This design comes from an exercise in tuning for small area and a short achievable clock period on the open sky130 flow, not from production work.
Only simulation tests tie the RTL to the original design; equivalence was not proved.
Power figures rest on the tool's default switching activity, not on a simulated workload.

==> flow/design.v, too long to show whole: its modules and the start of the top module <==
// module mul_simd_top: 1957 lines
module mul_simd_top
(
   input  logic        clk,
   input  logic        rst_n,
   input  logic        in_valid,
   input  logic [1:0]  op,
   input  logic [31:0] a,
   input  logic [31:0] b,
   output logic        out_valid,
   output logic [63:0] result
);
  // ...
==> flow/flow/run.sh <==
#!/bin/bash
# Own layout flow: the standard synthesis unchanged, then the standard ORFS
# steps with a few resizer settings changed:
#  - port buffers are buf cells (the default pick is a slow delay buffer),
#  - the resizer may swap cells across footprints,
#  - repair_timing aims for extra setup slack (see knobs.sh).
# Each step's full output goes to a log file in this folder.
set -euo pipefail
cd "$(dirname "$0")/.."
source flow/knobs.sh
bash standard.sh synth > flow_synth.log 2>&1
bash standard.sh "${KNOBS[@]}" finish > flow_layout.log 2>&1
==> flow/flow/knobs.sh <==
KNOBS=(
  MATCH_CELL_FOOTPRINT=0
  "BUFFER_PORTS_ARGS=-buffer_cell sky130_fd_sc_hd__buf_2"
  SETUP_SLACK_MARGIN=5.25
)
==> flow/standard.sh <==
#!/bin/bash
# synth_recipe.tcl (not shown) runs the flow's synth.tcl, then flattens the netlist and writes it again
# the make line also repeats each setting of config.mk as NAME=value (left out here)
make -C /OpenROAD-flow-scripts/flow DESIGN_CONFIG=/design/flow/config.mk WORK_HOME=/design/flow/orfs CLKGATE_MAP_FILE= SYNTH_SCRIPT=/design/flow/synth_recipe.tcl "${@:-finish}"
==> flow/config.mk <==
export PLATFORM = sky130hd
export DESIGN_NAME = mul_simd_top
export DESIGN_NICKNAME = mul_simd_top
export VERILOG_FILES = /design/flow/design.v
export SDC_FILE = /design/flow/constraint.sdc
export NUM_CORES = 4
export LEC_CHECK = 0
export CAP_MARGIN = 20
export CORE_MARGIN = 2
export CORE_UTILIZATION = 40
export SLEW_MARGIN = 20
==> flow/constraint.sdc <==
create_clock -name core_clock -period 9.5 [get_ports {clk}]
set_input_delay 1.9000 -clock core_clock [delete_from_list [all_inputs] [get_ports {clk}]]
set_output_delay 1.9000 -clock core_clock [all_outputs]
set_load 0.01 [all_outputs]
==> out/metrics.yaml, run 1 <==
cts_buffers: 29
drive_gt1_share_pct: 16.6
postLayoutCellArea_um2: 23800
layout_commonest_cell: "inv_1"
ys_types: 67
wl_met3_um: 2540
drtIter0Drc: 972
power_clock_mw: 1.13
hold_depth: 0
cp_top_family: "compound AO/OA/AOI/OAI gates"
hold_class: "flip-flop to flip-flop"
worstHoldStart: "v1_r"
dieArea_um2: 54800
skew_ns: 0.0174
regArea_um2: 5380
crit_buf_inv: 2
finalNonFillerCells: 2934
finalSetupViolCount: 0
grt_max_degree: 63
hold-worst-slack_ns: 0.356
status: "finished clean"
critPathMaxStageDelay_ns: 0.33
synth.largest_area_cell: "dfxtp_1"
power_combinational_mw: 4.89
dp_cells: 2855
die_w_um: 234
layout_common_cells: "inv_1 (258), a22oi_1 (257), xnor2_1 (227), fa_1 (223), dfxtp_1 (195)"
cp-start-kind: "flip-flop"
cts_setup_buffers: 18
==> run 2: changes to the inputs <==
==> flow/flow/knobs.sh (replaced) <==
KNOBS=(
  MATCH_CELL_FOOTPRINT=0
  "BUFFER_PORTS_ARGS=-buffer_cell sky130_fd_sc_hd__buf_2"
  SETUP_SLACK_MARGIN=5.60
)
==> run 2 against run 1 <==
  * Clock power up 9.7%
  * Clock skew up 0.0012 ns
  * Largest power group unchanged
  * Critical endpoint is now result[25]
  * Flip-flop and latch count did not move
  * Register-to-register slack gained 0.25 ns
==> out/metrics.yaml, run 2 <==
status: "finished clean"
worst_pin_slew_ns: 0.981
layout_commonest_cell: "inv_1"
synth_edf_count: 0
p_sw_mw: 3.65
power.leakage_nw: 10.5
period_share_pct: 47.2
end_kind: "primary output"
drive_gt1_share_pct: 24.6  # +8.0 points
synthTopCellsByArea: "dfxtp_1 (24%), fa_1 (21%), xnor2_1 (9.5%)"
syn_inst: 2231
multiInputGateArea_um2: 15200
fillers: 4747
num_rows: 84
yosysMostFrequentCell: "dfxtp_1"
async_reset_ff_share_pct: 0.766
gr-usage-met2_pct: 30.6
nets: 2714
yosys_warnings: 1
cp-start-kind: "flip-flop"
antenna_found_initial: 12
max_cap_violations: 0
cts_tree: "yes"
die_h_um: 234
top_regs: "r0_r: 24 flops, r1_r: 24 flops"
switching_share_pct: 42.5
skew_ns: 0.0186  # +0.00123 ns
cp.arrival_ns: 2.59
finalSetupViolCount: 0  # unchanged
vias: 16000
clock_latency_ns: 0.54
clock-sinks: 261
grt_setup_unrepaired: "true"
syn_area_um2: 21200
setup_tns_ns: 0
postRouteAntennaNets: 0
irDropWorstVdd_mv: 0.233
gp_congestion: 0.872
routed_wl_um: 57800
wl_per_cell_um: 19.1
critPathKind: "flip-flop to primary output"
htreeDepth: 2
cp_max_fo: 3
drtIter0Drc: 1424  # +47%
initial_core_util_pct: 40.4
grt-ovfl-total: 0
busiest_layer: "met2"
die_w_um: 234  # unchanged
p_comb_share_pct: 66.7
first_pass_iters: 6
synth_top_area_share_pct: 24.5
cts_hold_buf: 0
power_mw: 8.59
ys.flop_type: "dfxtp_1"
area_delta_synth_final_pct: 19.4
synth_seq_cells: 261
clockPowerShare_pct: 14.4
cp.required_ns: 7.60
drt-vias-per-instance: 5.30
grt_max_degree: 63  # unchanged
grt_pass1_wl_um: 89100
finalNonFillerCells: 3029  # +3.2%
grt_util_all_layers_pct: 20.8
period_minus_slack_ns: 4.49
syn_area_per_cell_um2: 9.50
io_buffer_count: 133
syn_nets: 2626
clkTransAtPathRegs_ns: 0.06
synth.largest_area_cell: "dfxtp_1"
yosys-top-cells-count: "dfxtp_1 (259), inv_1 (258), a22oi_1 (257)"
cts_buffers: 34  # +17%
cts_root_buffer: "clkbuf_16"
clockBufferDepth: 3
ys_types: 67  # unchanged
grt_pass1_vias: 16000
relSlewSlack_pct: 34.4
hold_viol: 0
dieArea_um2: 54800  # unchanged
regArea_um2: 5430  # +0.93%
p_per_area_nw_per_um2: 339
max_freq_mhz: 223
intPower_mw: 4.94
dp_cells: 2855  # unchanged
met3_usage_pct: 5.02
yosysSeqAreaShare_pct: 24.7
grt_use_met1_pct: 29.7
finalMaxSlewViolations: 0
drcViolationCount: 0
hold_class: "flip-flop to flip-flop"
layout_common_cells: "inv_1 (250), a22oi_1 (234), xnor2_1 (215), fa_1 (209), dfxtp_1 (175)"
ioPinCount: 134
core-area_um2: 52400
dp_hpwl_um: 41600
hold-worst-slack_ns: 0.362  # +0.00579 ns
seqPwrFrac_pct: 18.9
## run 2: cell counts after synthesis
No cell type changed its count.
## run 2: layout make-up
class,instances,share of cell area (%)
Sequential cell,261,21.5
Multi-Input combinational cell,1501,60.0
Inverter,262,3.92
Clock buffer,44,3.83
Timing Repair Buffer,259,7.02
Clock inverter,10,0.346
Antenna cell,4,0.0396
Tap cell,688,3.40
## run 2: power groups by stage
stage | logic [mW] | registers, mW | clock network, mW
detailed placement | 4.54 | 1.62 | 0
CTS | 5.14 | 1.62 | 1.27
global placement | 4.42 | 1.62 | 0
finish | 5.73 | 1.62 | 1.24
floorplan | 3.73 | 1.53 | 0
global route | 6.39 | 1.65 | 1.31
## run 2: cell families (layout without fill, tap and decap cells)
| kind of cell | count (synthesis) | after routing | share of synthesized area [%] |
|---|---|---|---|
| AO/OA/AOI/OAI | 481 | 481 | 15.7 |
| buffers and inverters | 469 | 575 | 9.23 |
| XOR/XNOR | 351 | 351 | 14.5 |
| AND/OR/NAND/NOR | 333 | 333 | 8.17 |
| adder cells (fa/ha/maj) | 326 | 326 | 27.2 |
| flip-flops | 261 | 261 | 24.7 |
| multiplexers | 10 | 10 | 0.484 |
| other | 0 | 4 | 0 |
## run 2: routing by layer
| layer | routed length, µm | part of all wire, % |
|---|---|---|
| met2 | 25300 | 44 |
| met3 | 4290 | 7.4 |
| met5 | 94 | 0.16 |
| met4 | 1720 | 3.0 |
| met1 | 26400 | 46 |
## run 2: what timing repair did
item                                    in CTS  in global routing
endpoints found under the setup margin      61                 46
pin swaps                                   52                 78
buffers inserted                            49                 65
gates resized for setup                    203                134
gates cloned                                 2                  0
## run 2: worst max-delay path, cell delays in order, from the launching register on
cell     delay (ns)
dfxtp_2        0.33
ha_4           0.25
a22o_1         0.17
nand4_1        0.24
buf_4          0.24
a21oi_2        0.16
o21a_1         0.20
buf_6          0.13
nor2_4         0.03
xnor2_2        0.14
buf_2          0.15
## run 2: worst paths after layout
check	startpoint	to	slack (ns)	cells after the start
max in group asynchronous	rst_n	v1_r	8.27	1
worst min register to register	v1_r	out_valid	0.36	0
worst max-delay path	y0_r[0]	result[25]	5.01	10
min in group asynchronous	rst_n	out_valid	1.14	1
worst min-delay path	v1_r	out_valid	0.36	0
worst max register to register	w0_r[0]	lo1_r[15]	5.62	16
## run 2: per-stage QoR
stage	utilization [%]	area, µm²	setup WS (ns)
2_1_floorplan	-	21500	5.59
3_3_place_gp	41.9	21900	4.97
3_5_place_dp	41.9	21900	4.85
4_1_cts	46.1	24200	4.99
5_1_grt	48.2	25300	4.91
6_report	48.2	25300	5.01

-- static timing again, ports no longer ideal --
How much do the figures lean on ideal ports? The routed layouts below were timed once more, with nothing changed but the port constraints.
Step 1 (the two cells are an assumption about what drives the block):
set clk [get_ports {clk}]
set_driving_cell -lib_cell sky130_fd_sc_hd__clkbuf_16 $clk
set_driving_cell -lib_cell sky130_fd_sc_hd__buf_2 [delete_from_list [all_inputs] $clk]
Step 2 moves the port delays by t, midway between the first and last clock arrival at a register: inputs arrive t later, outputs are due t later. That takes back most of the time a late clock gives input paths.
a / b / c = ideal / step 1 / step 2; a / b = the first two.
| run | t (ns) | slack for setup (ns) | latest minus earliest clock arrival (ns) | slew at the worst register clock pin (ns) | worst data-port slew with drivers (ns) |
|---|---|---|---|---|---|
| run 1 | 0.635 | 5.009 / 4.953 / 5.373 | 0.023 / 0.022 | 0.07 / 0.07 | 0.08 |
| run 2 | 0.594 | 5.015 / 4.955 / 5.215 | 0.022 / 0.022 | 0.06 / 0.06 | 0.10 |
After both steps setup and hold are still met in every run listed.
